Source: an optimization exercise on an open RTL-to-GDS flow (aim: small area, a short achievable clock period and few clock cycles). Production flows keep margins and buffers that such runs may drop. No run shown here included a check of the RTL's function; only the layout flow was run. Power figures rest on the tool's default switching activity, not on a simulated workload.

[flow/run.sh]
#!/bin/bash
# Standard synthesis, then the standard layout with plain buffers on the ports
# and a clock tree without dummy loads.
set -euo pipefail
bash standard.sh synth > synth.log 2>&1
export BUFFER_PORTS_ARGS="-buffer_cell sky130_fd_sc_hd__buf_1"
export CTS_ARGS="-sink_clustering_enable -repair_clock_nets -dont_use_dummy_load"
bash standard.sh finish > layout.log 2>&1
[config.mk]
export PLATFORM = sky130hd
export DESIGN_NAME = routing_table_reader
export DESIGN_NICKNAME = routing_table_reader
export VERILOG_FILES = /design/flow/design.v
export SDC_FILE = /design/flow/constraint.sdc
export NUM_CORES = 4
export LEC_CHECK = 0
export CAP_MARGIN = 20
export CORE_MARGIN = 2
export CORE_UTILIZATION = 30
export SETUP_SLACK_MARGIN = 4.4
export SLEW_MARGIN = 20
[standard.sh]
#!/bin/bash
# synth_recipe.tcl (not shown) runs the flow's synth.tcl, then flattens the netlist and writes it again
# the make line also repeats each setting of config.mk as NAME=value (left out here)
make -C /OpenROAD-flow-scripts/flow DESIGN_CONFIG=/design/flow/config.mk WORK_HOME=/design/flow/orfs CLKGATE_MAP_FILE= SYNTH_SCRIPT=/design/flow/synth_recipe.tcl "${@:-finish}"
[design.v]
package routing_pkg;
    localparam int WORD_W     = 32;
    localparam int WORD_BYTES = WORD_W / 8;
    localparam int HEADER_WORDS = 4;
    localparam int ENTRY_WORDS  = 6;
    localparam int HEADER_BYTES = HEADER_WORDS * WORD_BYTES;
    localparam int ENTRY_BYTES  = ENTRY_WORDS * WORD_BYTES;
    localparam logic [WORD_W-1:0] HOST_MAGIC   = 32'h484F5354;
    localparam logic [WORD_W-1:0] SWITCH_MAGIC = 32'h53574348;
    localparam int HOST_ENTRY_W = 144;
    localparam int PATH_ENTRY_W = 145;
endpackage
`timescale 1ns/100ps
import routing_pkg::*;
module routing_table_reader
#(
    parameter int ADDR_W      = 16,
    parameter int HOST_IDX_W  = 6,
    parameter int SWITCH_ID_W = 4
) (
    input  logic                    clk,
    input  logic                    rst_n,
    output logic [ADDR_W-1:0]       mem_addr,
    input  logic [WORD_W-1:0]       mem_data,
    input  logic                    load_req,
    output logic                    load_ack,
    output logic                    tables_valid,
    output logic                    parse_error,
    input  logic                    host_req,
    input  logic [HOST_IDX_W-1:0]   host_index,
    output logic                    host_ack,
    output logic                    host_found,
    output logic [HOST_ENTRY_W-1:0] host_entry,
    input  logic                    path_req,
    input  logic [SWITCH_ID_W-1:0]  src_switch,
    input  logic [SWITCH_ID_W-1:0]  dst_switch,
    output logic                    path_ack,
    output logic [PATH_ENTRY_W-1:0] path_entry
);
    localparam int HW = ADDR_W - 3;
    localparam logic [3:0] S_IDLE = 4'd0,
                           S_PA   = 4'd1,
                           S_RD   = 4'd2,
                           S_ACK  = 4'd3,
                           S_L1   = 4'd4,
                           S_L2   = 4'd5,
                           S_L3   = 4'd6,
                           S_L4   = 4'd7,
                           S_L5   = 4'd8,
                           S_L6   = 4'd9,
                           S_L7   = 4'd10,
                           S_L8   = 4'd11;
    logic [3:0]    state;
    logic          sel_host;
    logic [2:0]    ph;
    logic [HW-1:0] ahi;
    logic          a0;
    logic [3:0]    s_nx;        
    logic          b_one0, b_two0, b_neg0, b_one1, b_two1, b_s3;
    logic          hc_big;      
    logic [5:0]    hc_lo;       
    logic [HW-1:0] pbase;       
    logic [HW-1:0] kmul;        
    logic          slot0;
    logic [31:0]   slot_a, slot_b, slot_c;
    logic [15:0]   slot_d;
    logic          found;
    logic [7:0]    host_base;
    logic [HW-1:0] row_off;
    logic [HW-1:0] mac;
    logic          ahi_mac;
    logic [HW-1:0] ahi_oth;
    logic [HW-1:0] m_pp0, m_q1, m_pp1, m_s1, m_c1;
    logic [5:0]    d3;
    logic [HW-1:0] rb0, rb1, rb;
    logic [6:0]    r_lo;
    assign found     = hc_big || (host_index < hc_lo);
    assign host_base = 8'(host_index) * 8'd3 + ((state == S_IDLE) ? 8'd4 : 8'd2);
    assign d3      = {1'b0, dst_switch, 1'b0} + {2'b0, dst_switch};
    assign rb0     = pbase;
    assign rb1     = pbase + {kmul[HW-5:0], 4'b0100};
    assign rb      = src_switch[3] ? rb1 : rb0;
    assign r_lo    = {1'b0, rb[5:0]} + {1'b0, d3};
    assign row_off = {r_lo[6] ? rb[HW-1:6] + 1'b1 : rb[HW-1:6], r_lo[5:0]};
    assign m_pp0 = (({HW{b_one0}} & kmul) | ({HW{b_two0}} & (kmul << 1))) ^ {HW{b_neg0}};
    assign m_q1  = (({HW{b_one1}} & kmul) | ({HW{b_two1}} & (kmul << 1))) ^ {HW{b_s3}};
    assign m_pp1 = {m_q1[HW-3:0], b_neg0, !b_neg0};
    assign m_s1  = ahi ^ m_pp0 ^ m_pp1;
    assign m_c1  = ((ahi & m_pp0) | (ahi & m_pp1) | (m_pp0 & m_pp1)) << 1;
    assign mac   = m_s1 + m_c1;
    assign mem_addr = {ahi, a0, 2'b00};
    always_comb begin
        case (state)
            S_IDLE:       s_nx = src_switch;
            S_L2, S_L6:   s_nx = 4'd3;
            default:      s_nx = 4'd0;
        endcase
    end
    always_ff @(posedge clk) begin
        b_one0 <= s_nx[0];
        b_two0 <= s_nx[1] && !s_nx[0];
        b_neg0 <= s_nx[1];
        b_one1 <= s_nx[2] ^ s_nx[1];
        b_two1 <= (s_nx[2] == s_nx[1]) && (s_nx[3] != s_nx[2]);
        b_s3   <= s_nx[3];
    end
    always_comb begin
        ahi_mac = 1'b0;
        ahi_oth = ahi;
        case (state)
            S_IDLE: begin
                if (load_req)      ahi_oth = '0;
                else if (host_req) ahi_oth = HW'(host_base);
                else if (path_req) ahi_oth = row_off;
            end
            S_PA, S_L3, S_L4, S_L7: ahi_mac = 1'b1;
            S_RD: begin
                ahi_mac = sel_host ? (ph == 3'd3) : (ph == 3'd1 || ph == 3'd3);
                if (sel_host && ph == 3'd1) ahi_oth = HW'(host_base);
            end
            S_ACK:  if (!(load_ack && load_req) && !(host_ack && host_req)
                        && !(path_ack && path_req)) ahi_oth = '0;
            S_L2:   ahi_oth = HW'(1);
            S_L6:   ahi_oth = HW'(2);
            S_L8:   ahi_oth = '0;
            default: ;
        endcase
    end
    always_ff @(posedge clk or negedge rst_n) begin
        if (!rst_n) ahi <= '0;
        else        ahi <= ahi_mac ? mac : ahi_oth;
    end
    always_ff @(posedge clk or negedge rst_n) begin
        if (!rst_n) begin
            state        <= S_IDLE;
            a0           <= 1'b0;
            load_ack     <= 1'b0;
            tables_valid <= 1'b0;
            parse_error  <= 1'b0;
            host_ack     <= 1'b0;
            path_ack     <= 1'b0;
        end else begin
            case (state)
                S_IDLE: begin
                    if (load_req) begin
                        a0    <= 1'b1;
                        state <= S_L1;
                    end else if (host_req) begin
                        sel_host   <= 1'b1;
                        host_found <= found;
                        if (found) begin
                            ph    <= 3'd1;
                            state <= S_RD;
                        end else begin
                            host_ack <= 1'b1;
                            state    <= S_ACK;
                        end
                    end else if (path_req) begin
                        sel_host <= 1'b0;
                        state    <= S_PA;
                    end
                end
                S_PA: begin
                    ph    <= 3'd0;
                    state <= S_RD;
                end
                S_RD: begin
                    if (ph == 3'd5) begin
                        host_ack <= sel_host;
                        path_ack <= !sel_host;
                        state    <= S_ACK;
                    end else begin
                        ph       <= ph + 1'b1;
                        if (!(sel_host ? (ph == 3'd1) : (ph == 3'd3))) a0 <= !a0;
                    end
                end
                S_ACK: begin
                    if (!(load_ack && load_req) && !(host_ack && host_req)
                        && !(path_ack && path_req)) begin
                        load_ack <= 1'b0;
                        host_ack <= 1'b0;
                        path_ack <= 1'b0;
                        a0       <= 1'b0;
                        state    <= S_IDLE;
                    end
                end
                S_L1: begin
                    if (mem_data != HOST_MAGIC) begin
                        tables_valid <= 1'b0;
                        parse_error  <= 1'b1;
                        load_ack     <= 1'b1;
                        state        <= S_ACK;
                    end else begin
                        state <= S_L2;
                    end
                end
                S_L2: begin
                    state <= S_L3;
                end
                S_L3: begin
                    a0    <= 1'b0;
                    state <= S_L4;
                end
                S_L4: begin
                    state <= S_L5;
                end
                S_L5: begin
                    tables_valid <= (mem_data == SWITCH_MAGIC);
                    parse_error  <= (mem_data != SWITCH_MAGIC);
                    load_ack     <= 1'b1;
                    state        <= S_L6;
                end
                S_L6: begin
                    if (!load_req) load_ack <= 1'b0;
                    state <= S_L7;
                end
                S_L7: begin
                    if (!load_req) load_ack <= 1'b0;
                    state <= S_L8;
                end
                S_L8: begin
                    if (!load_req) load_ack <= 1'b0;
                    state <= (load_ack && load_req) ? S_ACK : S_IDLE;
                end
                default: state <= S_IDLE;
            endcase
        end
    end
    always_ff @(posedge clk) begin
        if (state == S_L2) begin
            hc_big <= |mem_data[31:6];
            hc_lo  <= mem_data[5:0];
        end
        if (state == S_L5) begin
            pbase <= ahi;
        end
        if (state == S_L2 || state == S_L6) begin
            kmul <= mem_data[HW-1:0];
        end else if (state == S_L8) begin
            kmul <= ahi;
        end
        if (state == S_RD) begin
            if (ph == 3'd1) slot0 <= mem_data[0];
            if (sel_host ? (ph == 3'd3) : (ph == 3'd2)) slot_a <= mem_data;
            if (sel_host ? (ph == 3'd4) : (ph == 3'd3)) slot_b <= mem_data;
            if (sel_host ? (ph == 3'd5) : (ph == 3'd4)) slot_c <= mem_data;
            if (sel_host ? (ph == 3'd2) : (ph == 3'd5)) slot_d <= mem_data[15:0];
        end
    end
    assign host_entry = {slot_a, slot_b, slot_c[15:0], slot_c[31:16],
                         mem_data[7:0], mem_data[15:8], mem_data[23:16], mem_data[31:24],
                         slot_d[7:0], slot_d[15:8]};
    assign path_entry = {slot0, slot_a[15:0], slot_a[31:16], slot_b, slot_c[15:0], slot_c[31:16],
                         mem_data[7:0], mem_data[15:8], mem_data[23:16], mem_data[31:24],
                         slot_d[7:0], slot_d[15:8]};
endmodule
[constraint.sdc]
create_clock -name core_clock -period 8.0 [get_ports {clk}]
set_input_delay 1.6000 -clock core_clock [delete_from_list [all_inputs] [get_ports {clk}]]
set_output_delay 1.6000 -clock core_clock [all_outputs]
set_load 0.01 [all_outputs]
==> run summary, run 1 <==
The average routed wire per standard cell is 19.3 µm. In this run the worst hold path is classified as reg -> reg. The net total in the final layout is 1262.

The max-slew headroom at the worst pin came out at 29.5%. The worst setup path is launched from an input port. The fraction of the yosys area taken by sequential cells came out at 49.3%. The final design instance area without fill is 12100 µm². The final global-route overflow total is 0. The count of buffer and inverter cells on the critical path came out at 3. Routability-driven placement finished with a final weighted congestion of between 0.8 and 0.9. The final hold violation count is 0. The area occupied by registers came out at 5240 µm².

The detailed-route vias per instance came out at 4.79. The cell occurring most often along the worst timing path is sky130_fd_sc_hd__buf_1. The die width came out at about 190 µm. Across the run, the number of max-cap violations was 0. Broken down by cell family, the worst path's largest delay share belongs to buffers and inverters.

After clock tree synthesis, the clock-pin slew on the worst setup and hold paths is 0.06 ns. The aggregate global-route resource usage came out at between 10% and 20%. TritonCTS built the clock tree.

The slew at the pin closest to its max-slew limit is 1.05 ns. The first global-routing pass estimated 43.6 mm of wire. STA puts the critical path data required time at ~6.4 ns.

The die boundary height came out at 192 µm. The total length of routed wires came out at 30.7 mm. The overall power of the completed layout came out at 4490 µW.

The number of rows created at floorplan came out at about 70. The via total after detailed routing is 7656. The antenna cell count came out at 0.

The post-synthesis async set-or-reset flop share is 12.8%. The DRC violation count after routing came out at 0. The mean instance size in the synthesized netlist came out at between 10 and 15 µm². The number of clock buffers added by TritonCTS is 17. The critical path in this run is classified as in -> out.

The sum of net half-perimeters after detailed placement came out at 22.4 mm. The violation count after the first detailed-route iteration is 688. The post-synthesis to final-layout area growth came out at 14.1%.

The type of destination of the critical path is a primary output. The peak ir drop on the vdd network came out at 0.258 mV. At the later pin of the worst-skew pair, clock insertion delay measures 0.44 ns. The critical path goes through buf_1, buf_6, buf_1. After filler insertion, the fill cell instance count of the layout stands at about 3500. The cell at the root of the clock tree is sky130_fd_sc_hd__clkbuf_16.

In the synthesized netlist the dominant register cell turns out to be sky130_fd_sc_hd__edfxtp_1. The total number of yosys warnings is 1. The number of primary I/O pins came out at 362. The worst path in the final design needs a cycle of 3.59 ns, including I/O delays and setup.

The worst path uses between 40% and 50% of the clock period. The unique cell type count in the Yosys netlist came out at between 70 and 80. The biggest fanout along the worst timing path is 3. The tree built by TritonCTS fans out to 180 sinks. The total area inside the core boundary comes to ~35000 µm². Data arrives at the worst endpoint at approximately 2.0 ns.

The gate count of the mapped netlist is 938. Setup repair after global routing could not meet its margin everywhere. The area of the die is 36900 µm².

In this run the tool buffered the top-level ports with around 360 buffer cells. After synthesis the cells add up to 10600 µm². The static leakage is 0.00452 µW. The effective utilization at floorplan is 30.6%.

The number of enable-type register cells in the synthesized netlist came out at 151. The clock tree skew after final layout came out at 0.0167 ns. Of the cells placed in the final design, the portion with a size suffix greater than 1 is 12.0%. The total power density per cell area is around 370 nW/µm².

The H-tree depth is 4. The timing-limited maximum frequency is around 280 MHz. The slowest stage cell on the critical path is sky130_fd_sc_hd__buf_1. The number of search-and-repair iterations in the first detailed-routing pass came out at 5. The area used by multi-input combinational logic came out at 3880 µm². On the worst path, the slowest cell contributes a delay of roughly 0.16 ns.

The pin count of the biggest net entering global routing is 33. The aggregate negative setup slack came out at 0 ns. The max-slew violation count came out at 0. The final-report setup violation count is 0.

The flip-flop and latch count after synthesis is 180. In this run the deepest clock path goes through 2 buffers. The residual antenna-violating net count after detailed routing is 0.

The via count of the first global-routing pass came out at approximately 7000. The flow ran to the end and the layout has no timing, DRC or antenna violations. The initial antenna violation count is 1. The cell area after placement is 11200 µm².
final timing paths:
| check | start | to | slack [ns] | depth (start not counted) |
|---|---|---|---|---|
| setup / recovery | mem_data[4] | path_entry[44] | 4.41 | 3 |
| hold / removal | ahi[3] | pbase[3] | 0.51 | 0 |
| setup reg to reg | b_two1 | ahi[12] | 4.56 | 13 |
| hold reg to reg | ahi[3] | pbase[3] | 0.51 | 0 |
| max in group asynchronous | rst_n | ahi[12] | 6.53 | 2 |
| min in group asynchronous | rst_n | tables_valid | 1.16 | 2 |
routing by layer:
metal	track usage [%]	vias up	share of wire, %	wire length (µm)
met1	22.4	3787	45	13800
li1	-	3536	-	-
met5	0	-	0	0
met2	25.5	311	47	14500
met3	3.82	22	6.5	2000
met4	3.90	0	1.2	371
per-stage QoR:
stage          util, %  std cells  setup WS, ns  hold slack [ns]
3_5_place_dp      32.4       1557          3.82            0.496
6_report          34.9       1597          4.41            0.506
3_3_place_gp      32.4       1557          3.86            0.498
2_1_floorplan        -        939          4.12            0.496
5_1_grt           34.9       1597          4.27            0.508
4_1_cts           34.2       1584          4.41            0.509
worst register-to-register path, cell delays in order (launching register included):
cell	delay, ns
sky130_fd_sc_hd__dfxtp_1	0.55
sky130_fd_sc_hd__a22oi_1	0.15
sky130_fd_sc_hd__xor2_1	0.18
sky130_fd_sc_hd__fa_1	0.50
sky130_fd_sc_hd__inv_1	0.05
sky130_fd_sc_hd__ha_1	0.23
sky130_fd_sc_hd__a211oi_2	0.26
sky130_fd_sc_hd__nor2_1	0.12
sky130_fd_sc_hd__or4_4	0.45
sky130_fd_sc_hd__a311oi_2	0.34
sky130_fd_sc_hd__a21oi_1	0.13
sky130_fd_sc_hd__xnor2_1	0.14
sky130_fd_sc_hd__a21oi_1	0.15
sky130_fd_sc_hd__o21ai_1	0.08
flip-flops by register name (all words and copies together) (netlist names), 3 cells and up:
signal,count
pbase,13
ahi,13
slot_b,32
slot_c,32
slot_a,32
state,4
kmul,13
ph,3
hc_lo,6
slot_d,16
timing repair:
item | CTS | global route
hold buffers | 0 | 0
buffers inserted | 9 | 12
cloned | 1 | 1
setup endpoints to repair | 66 | 18
pin swaps | 1 | 7
gates resized for setup | 48 | 37
final cells by class:
class / count / share of cell area, %
Sequential cell: 180 / 43.3
Multi-Input combinational cell: 488 / 32.1
Timing Repair Buffer: 394 / 14.5
Tap cell: 455 / 4.70
Clock buffer: 17 / 3.51
Inverter: 63 / 1.95
synth_stat cells, drive strengths merged (7+ instances only):
cell type	instances	area, µm²
a21o	15	113
a21oi	31	159
and3	7	43.8
a22oi	26	195
o21ai	47	235
dfrtp	23	576
ha	49	613
edfxtp	151	4530
nor2b	12	75.1
buf	189	1400
xor2	25	219
fa	18	360
nand2	54	203
nand3	9	45.0
mux2	10	113
clkbuf	19	72.6
nor3	12	71.3
inv	63	236
xnor2	24	210
nor2	41	156
nand2b	12	75.1
placed cells by master (no fill, tap or decap), types with 9 or more instances in the layout:
master and n:
sky130_fd_sc_hd__a21o_1 15, sky130_fd_sc_hd__a21oi_1 26, sky130_fd_sc_hd__a22oi_1 25, sky130_fd_sc_hd__buf_1 325, sky130_fd_sc_hd__buf_2 22, sky130_fd_sc_hd__buf_4 32
sky130_fd_sc_hd__clkbuf_16 18, sky130_fd_sc_hd__dfrtp_1 23, sky130_fd_sc_hd__edfxtp_1 151, sky130_fd_sc_hd__fa_1 16, sky130_fd_sc_hd__ha_1 46, sky130_fd_sc_hd__inv_1 62
sky130_fd_sc_hd__mux2_2 9, sky130_fd_sc_hd__nand2_1 51, sky130_fd_sc_hd__nand2b_1 12, sky130_fd_sc_hd__nand3_1 9, sky130_fd_sc_hd__nor2_1 35, sky130_fd_sc_hd__nor2b_1 12
sky130_fd_sc_hd__nor3_1 10, sky130_fd_sc_hd__o21ai_0 38, sky130_fd_sc_hd__xnor2_1 24, sky130_fd_sc_hd__xor2_1 24
cell families after synthesis:
family                   count (synthesis)  synth area share, %
buffers and inverters                  271                 16.1
flip-flops                             180                 49.3
AO/OA/AOI/OAI                          179                 11.3
AND/OR/NAND/NOR                        175                 8.31
adder cells (fa/ha/maj)                 67                 9.17
XOR/XNOR                                50                 4.26
multiplexers                            15                 1.53
other                                    1               0.0353
where the power goes:
group,switching (µW),internal (µW),leakage (µW)
combinational,1390,998,0.00261
sequential,200,1220,0.00170
clock,319,369,0.000209
total,1910,2580,0.00452
==> run 2, diff against run 1 <==
--- a/design.v
+++ b/design.v
@@ -72,16 +72,21 @@
     logic [HW-1:0] ahi_oth;
     logic [HW-1:0] m_pp0, m_q1, m_pp1, m_s1, m_c1;
     logic [5:0]    d3;
-    logic [HW-1:0] rb0, rb1, rb;
-    logic [6:0]    r_lo;
+    logic [HW-1:0] r_pp2, r_s, r_c;
     assign found     = hc_big || (host_index < hc_lo);
     assign host_base = 8'(host_index) * 8'd3 + ((state == S_IDLE) ? 8'd4 : 8'd2);
-    assign d3      = {1'b0, dst_switch, 1'b0} + {2'b0, dst_switch};
-    assign rb0     = pbase;
-    assign rb1     = pbase + {kmul[HW-5:0], 4'b0100};
-    assign rb      = src_switch[3] ? rb1 : rb0;
-    assign r_lo    = {1'b0, rb[5:0]} + {1'b0, d3};
-    assign row_off = {r_lo[6] ? rb[HW-1:6] + 1'b1 : rb[HW-1:6], r_lo[5:0]};
+    always_comb begin
+        case (dst_switch)
+            4'd0:  d3 = 6'd0;  4'd1:  d3 = 6'd3;  4'd2:  d3 = 6'd6;  4'd3:  d3 = 6'd9;
+            4'd4:  d3 = 6'd12; 4'd5:  d3 = 6'd15; 4'd6:  d3 = 6'd18; 4'd7:  d3 = 6'd21;
+            4'd8:  d3 = 6'd24; 4'd9:  d3 = 6'd27; 4'd10: d3 = 6'd30; 4'd11: d3 = 6'd33;
+            4'd12: d3 = 6'd36; 4'd13: d3 = 6'd39; 4'd14: d3 = 6'd42; default: d3 = 6'd45;
+        endcase
+    end
+    assign r_pp2   = {HW{src_switch[3]}} & ((kmul << 4) | HW'(4));
+    assign r_s     = pbase ^ HW'(d3) ^ r_pp2;
+    assign r_c     = ((pbase & HW'(d3)) | (pbase & r_pp2) | (HW'(d3) & r_pp2)) << 1;
+    assign row_off = r_s + r_c;
     assign m_pp0 = (({HW{b_one0}} & kmul) | ({HW{b_two0}} & (kmul << 1))) ^ {HW{b_neg0}};
     assign m_q1  = (({HW{b_one1}} & kmul) | ({HW{b_two1}} & (kmul << 1))) ^ {HW{b_s3}};
     assign m_pp1 = {m_q1[HW-3:0], b_neg0, !b_neg0};
==> run summary, run 2 <==
The buffer depth of the longest clock path came out at 2 (unchanged). The combined area of all synthesized cells is 10500 µm² (was 10600 µm²). The DRC violation count after routing is 0 (unchanged). The sum of net half-perimeters after detailed placement is 22.2 mm (was 22.4 mm).

The critical path data required time was 8.34 ns (was 6.40 ns). The total of max-cap violations came out at 0 (unchanged). The final global-route overflow total came out at 0 (unchanged).

The flip-flop and latch count after synthesis is 180 (unchanged). The data arrival time of the worst path is 4.17 ns (was 1.99 ns). The share of the core filled with cells in the final layout is 34.3% (was 34.9%). The startpoint of the lowest-slack register-to-register path is b_one0 (was b_two1).

The final critical delay including setup and external delays came to 3.83 ns (was 3.59 ns). The hold path depth was 1 (was 0). The net total in the final layout is 1217 (was 1262). The post-synthesis async set-or-reset flop share came out at 12.8% (unchanged).

The share of final-layout standard cells stronger than drive strength 1 came out at 12.2% (was 12.0%). The cell at the root of the clock tree is sky130_fd_sc_hd__clkbuf_16 (unchanged). The final-report setup violation count came out at 0 (unchanged). The detailed-route vias per instance came out at 4.86 (was 4.79). The fraction of power consumed by the clock network came out at 15.9% (was 15.3%). The proportion of power drawn by combinational gates came to 51.5% (was 53.1%). The peak ir drop on the vdd network is 0.202 mV (was 0.258 mV). The global-route wire length before repair came out at 43.4 mm (was 43.6 mm).

The biggest fanout along the worst timing path came to 4 (was 3). Setup repair after global routing missed its margin: yes (unchanged). The most common cell in the netlist is sky130_fd_sc_hd__buf_4 (unchanged). The source of the worst hold timing path is tables_valid (was ahi[3]). The violation count after the first detailed-route iteration came out at 593 (was 688). The number of search-and-repair iterations in the first detailed-routing pass was 5 (unchanged). The clock buffer count from CTS is 17 (unchanged). The die width is 191 µm (was 192 µm).

The cell-internal power came out at 2530 µW (was 2580 µW). The via total after detailed routing came to 7519 (was 7656). The pin count of the biggest net entering global routing was 33 (unchanged).

The aggregate negative setup slack is 0 ns (unchanged). The number of rows created at floorplan was 68 (unchanged). The final hold violation count was 0 (unchanged). The initial antenna violation count was 1 (unchanged). The logic depth of the worst register-to-register path came out at 10 (was 13).

The endpoint of the worst hold-timing path is tables_valid (was pbase[3]). The most frequent standard cell in the layout excluding fill and tap cells is sky130_fd_sc_hd__buf_1 (unchanged). The mean instance size in the synthesized netlist was 11.7 µm² (was 11.3 µm²).

Biggest registers after layout: slot_a (32), slot_b (32), slot_c (32) (unchanged). The unique cell type count in the Yosys netlist was 76 (was 71). The switching power was 1800 µW (was 1910 µW). The gate count of the mapped netlist came out at 898 (was 938).

The worst hold path class was reg -> reg (unchanged). The total number of yosys warnings came out at 1 (unchanged). The portion of synthesized cell area occupied by the leading cell type is 43.1% (was 42.7%). The max-slew headroom at the worst pin came to 37.2% (was 29.5%).

The type of destination of the critical path is a flop (was primary output). The internal reg-to-reg setup slack was 4.56 ns (about the same). The type of element launching the critical path is an input port (unchanged).

The part of the power in registers came out at 32.6% (was 31.5%). Commonest cells after routing, fill and taps aside: 319 x sky130_fd_sc_hd__buf_1, 151 x sky130_fd_sc_hd__edfxtp_1, 50 x sky130_fd_sc_hd__ha_1 (was 325 x sky130_fd_sc_hd__buf_1, 151 x sky130_fd_sc_hd__edfxtp_1, 62 x sky130_fd_sc_hd__inv_1). Most common library cells after synthesis: 181 x sky130_fd_sc_hd__buf_4, 151 x sky130_fd_sc_hd__edfxtp_1, 56 x sky130_fd_sc_hd__ha_1 (was 180 x sky130_fd_sc_hd__buf_4, 151 x sky130_fd_sc_hd__edfxtp_1, 63 x sky130_fd_sc_hd__inv_1). The clock tree skew after final layout is 0.0189 ns (was 0.0167 ns). The capturing point of the worst reg2reg path is ahi[12] (unchanged).

The clock insertion delay at the later pin of the skew report is 0.44 ns (about the same). The total length of routed wires came to 29.8 mm (was 30.7 mm). The count of buffers from port buffering came to 359 (unchanged). The number of enable-type register cells in the synthesized netlist is 151 (unchanged). The residual antenna-violating net count after detailed routing is 0 (unchanged). The static leakage is 0.00433 µW (was 0.00452 µW). Run status: no timing/DRC/antenna violations (unchanged). The fraction of the yosys area taken by sequential cells was 49.7% (was 49.3%).

The via count of the first global-routing pass came to 7111 (was 7027). The number of filler instances in the final layout came out at 3534 (was 3497). The die boundary height was 191 µm (was 192 µm).

The placer's final routability congestion estimate came out at 0.853 (was 0.870). The startpoint-to-endpoint class of the critical path is in -> reg (was in -> out). The share of the clock period used by the worst path after layout came to 47.9% (was 44.9%). The clock tree from TritonCTS is built (unchanged). The effective utilization at floorplan came out at 30.5% (was 30.6%). Synth area leaders: sky130_fd_sc_hd__edfxtp_1 43%, sky130_fd_sc_hd__buf_4 13%, sky130_fd_sc_hd__ha_1 6.7% (was sky130_fd_sc_hd__edfxtp_1 43%, sky130_fd_sc_hd__buf_4 13%, sky130_fd_sc_hd__ha_1 5.8%). The post-synthesis to final-layout area growth is 12.6% (was 14.1%). The timing-limited maximum frequency is 261 MHz (was 278 MHz). The average routed wire per standard cell is 19.3 µm (about the same). The post-synthesis cell type with the largest combined area is sky130_fd_sc_hd__edfxtp_1 (unchanged). The CTS clock-pin slew for the worst setup and hold paths came out at 0.07 ns (was 0.06 ns). The total power density per cell area came out at 365 nW/µm² (was 371 nW/µm²). The count of hold buffers inserted by post-cts repair came to 0 (unchanged). The core area came out at 34500 µm² (was 34700 µm²).

The slew at the pin closest to its max-slew limit is 0.942 ns (was 1.05 ns). The H-tree depth came out at 4 (unchanged). The aggregate global-route resource usage is 16.0% (was 16.2%). The max-slew violation count was 0 (unchanged).

The area of the die was 36600 µm² (was 36900 µm²). The number of primary I/O pins was 362 (unchanged). The switching portion of total power came out at 41.6% (was 42.5%). The sink count of the clock tree came out at 180 (unchanged). The most instantiated flip-flop cell in the synthesis netlist is sky130_fd_sc_hd__edfxtp_1 (unchanged).
-- run 2: per-stage QoR --
stage	setup WS (ns)	total power, µW	hold WS [ns]	instances	area, µm²
finish	4.17	4330	0.497	1546	11800
global route	4.07	4680	0.523	1545	11800
CTS	4.18	4340	0.498	1544	11800
detailed placement	3.40	3590	0.482	1520	11200
global placement	3.48	3570	0.463	1520	11200
floorplan	3.98	3080	0.471	899	10600
-- run 2: metal layers --
| metal | up-vias | wire length (µm) | GRT usage (%) |
|---|---|---|---|
| li1 | 3422 | - | - |
| met1 | 3737 | 13200 | 21.7 |
| met2 | 335 | 14100 | 25.9 |
| met3 | 25 | 2010 | 3.43 |
| met4 | 0 | 487 | 4.38 |
| met5 | - | 0 | 0 |
-- run 2: critical path: stages --
cell and delay [ns]:
sky130_fd_sc_hd__buf_12 0.12, sky130_fd_sc_hd__inv_12 0.05, sky130_fd_sc_hd__ha_4 0.11, sky130_fd_sc_hd__inv_2 0.03
sky130_fd_sc_hd__mux2i_2 0.17, sky130_fd_sc_hd__fa_1 0.46, sky130_fd_sc_hd__inv_2 0.10, sky130_fd_sc_hd__ha_4 0.21
sky130_fd_sc_hd__a211o_1 0.31, sky130_fd_sc_hd__a21oi_2 0.18, sky130_fd_sc_hd__a22oi_2 0.09, sky130_fd_sc_hd__a311o_1 0.30
sky130_fd_sc_hd__or3_1 0.32, sky130_fd_sc_hd__a22oi_2 0.12
-- run 2: cells by family after synthesis --
family	share of synthesized area (%)
buffers and inverters	15.4
flip-flops	49.7
AO/OA/AOI/OAI	11.0
AND/OR/NAND/NOR	7.85
adder cells (fa/ha/maj)	10.1
XOR/XNOR	4.08
multiplexers	1.88
other	0.0356
-- run 2: final cells by class --
class,instances,area (µm²),share of cell area [%]
clock buffer,17,425,3.59
antenna,1,2.50,0.0211
timing repair buffer,378,1610,13.6
sequential,180,5230,44.2
tap,455,569,4.81
multi-input combinational,474,3840,32.4
inverter,41,170,1.44
-- run 2: how the worst max path moves through the flow --
stage                       start      end
floorplan           dst_switch[0]  ahi[12]
global placement    dst_switch[0]  ahi[12]
detailed placement  dst_switch[0]  ahi[12]
CTS                 dst_switch[0]  ahi[12]
global route        dst_switch[0]  ahi[12]
finish              dst_switch[0]  ahi[12]
-- run 2: power by group through the flow --
stage,Combinational [µW],Sequential (µW),Clock (µW)
CTS,2220,1410,706
global route,2500,1440,742
floorplan,1730,1350,0
finish,2230,1410,686
detailed placement,2160,1430,0
global placement,2150,1430,0
-- run 2: timing repair --
action / CTS / global route
buffers inserted: 7 / 1
endpoints found under the setup margin: 69 / 14
resized for setup: 73 / 10
pin swaps: 9 / 3

## separate check: timing with driven ports
The results above use ideal ports. As a check the final layouts listed here were re-extracted and re-timed, cells and wires unchanged. Step 1, drivers: a clkbuf_16 drives clk and a buf_2 each remaining input, both assumed. Step 2 adds t to the input delays and takes it off the output delays; t is the mean of the earliest and latest rising clock arrival at the registers after step 1. Input paths then give back, and output paths get back, about the clock's delay inside the block. a / b / c = no drivers / after step 1 / after step 2; a / b = the first two.
run | shift t [ns] | slack for setup (ns) | clock arrival spread, ns | slew at the worst register clock pin (ns)
run 1 | 0.476 | 4.407 / 4.384 / 3.947 | 0.017 / 0.018 | 0.07 / 0.07
run 2 | 0.470 | 4.170 / 4.169 / 3.700 | 0.027 / 0.027 | 0.08 / 0.08
After both steps setup and hold are still met in every run listed. For run 2, which loses most, drivers alone change the setup slack by -0.001 ns; drivers and shift together by -0.470 ns.
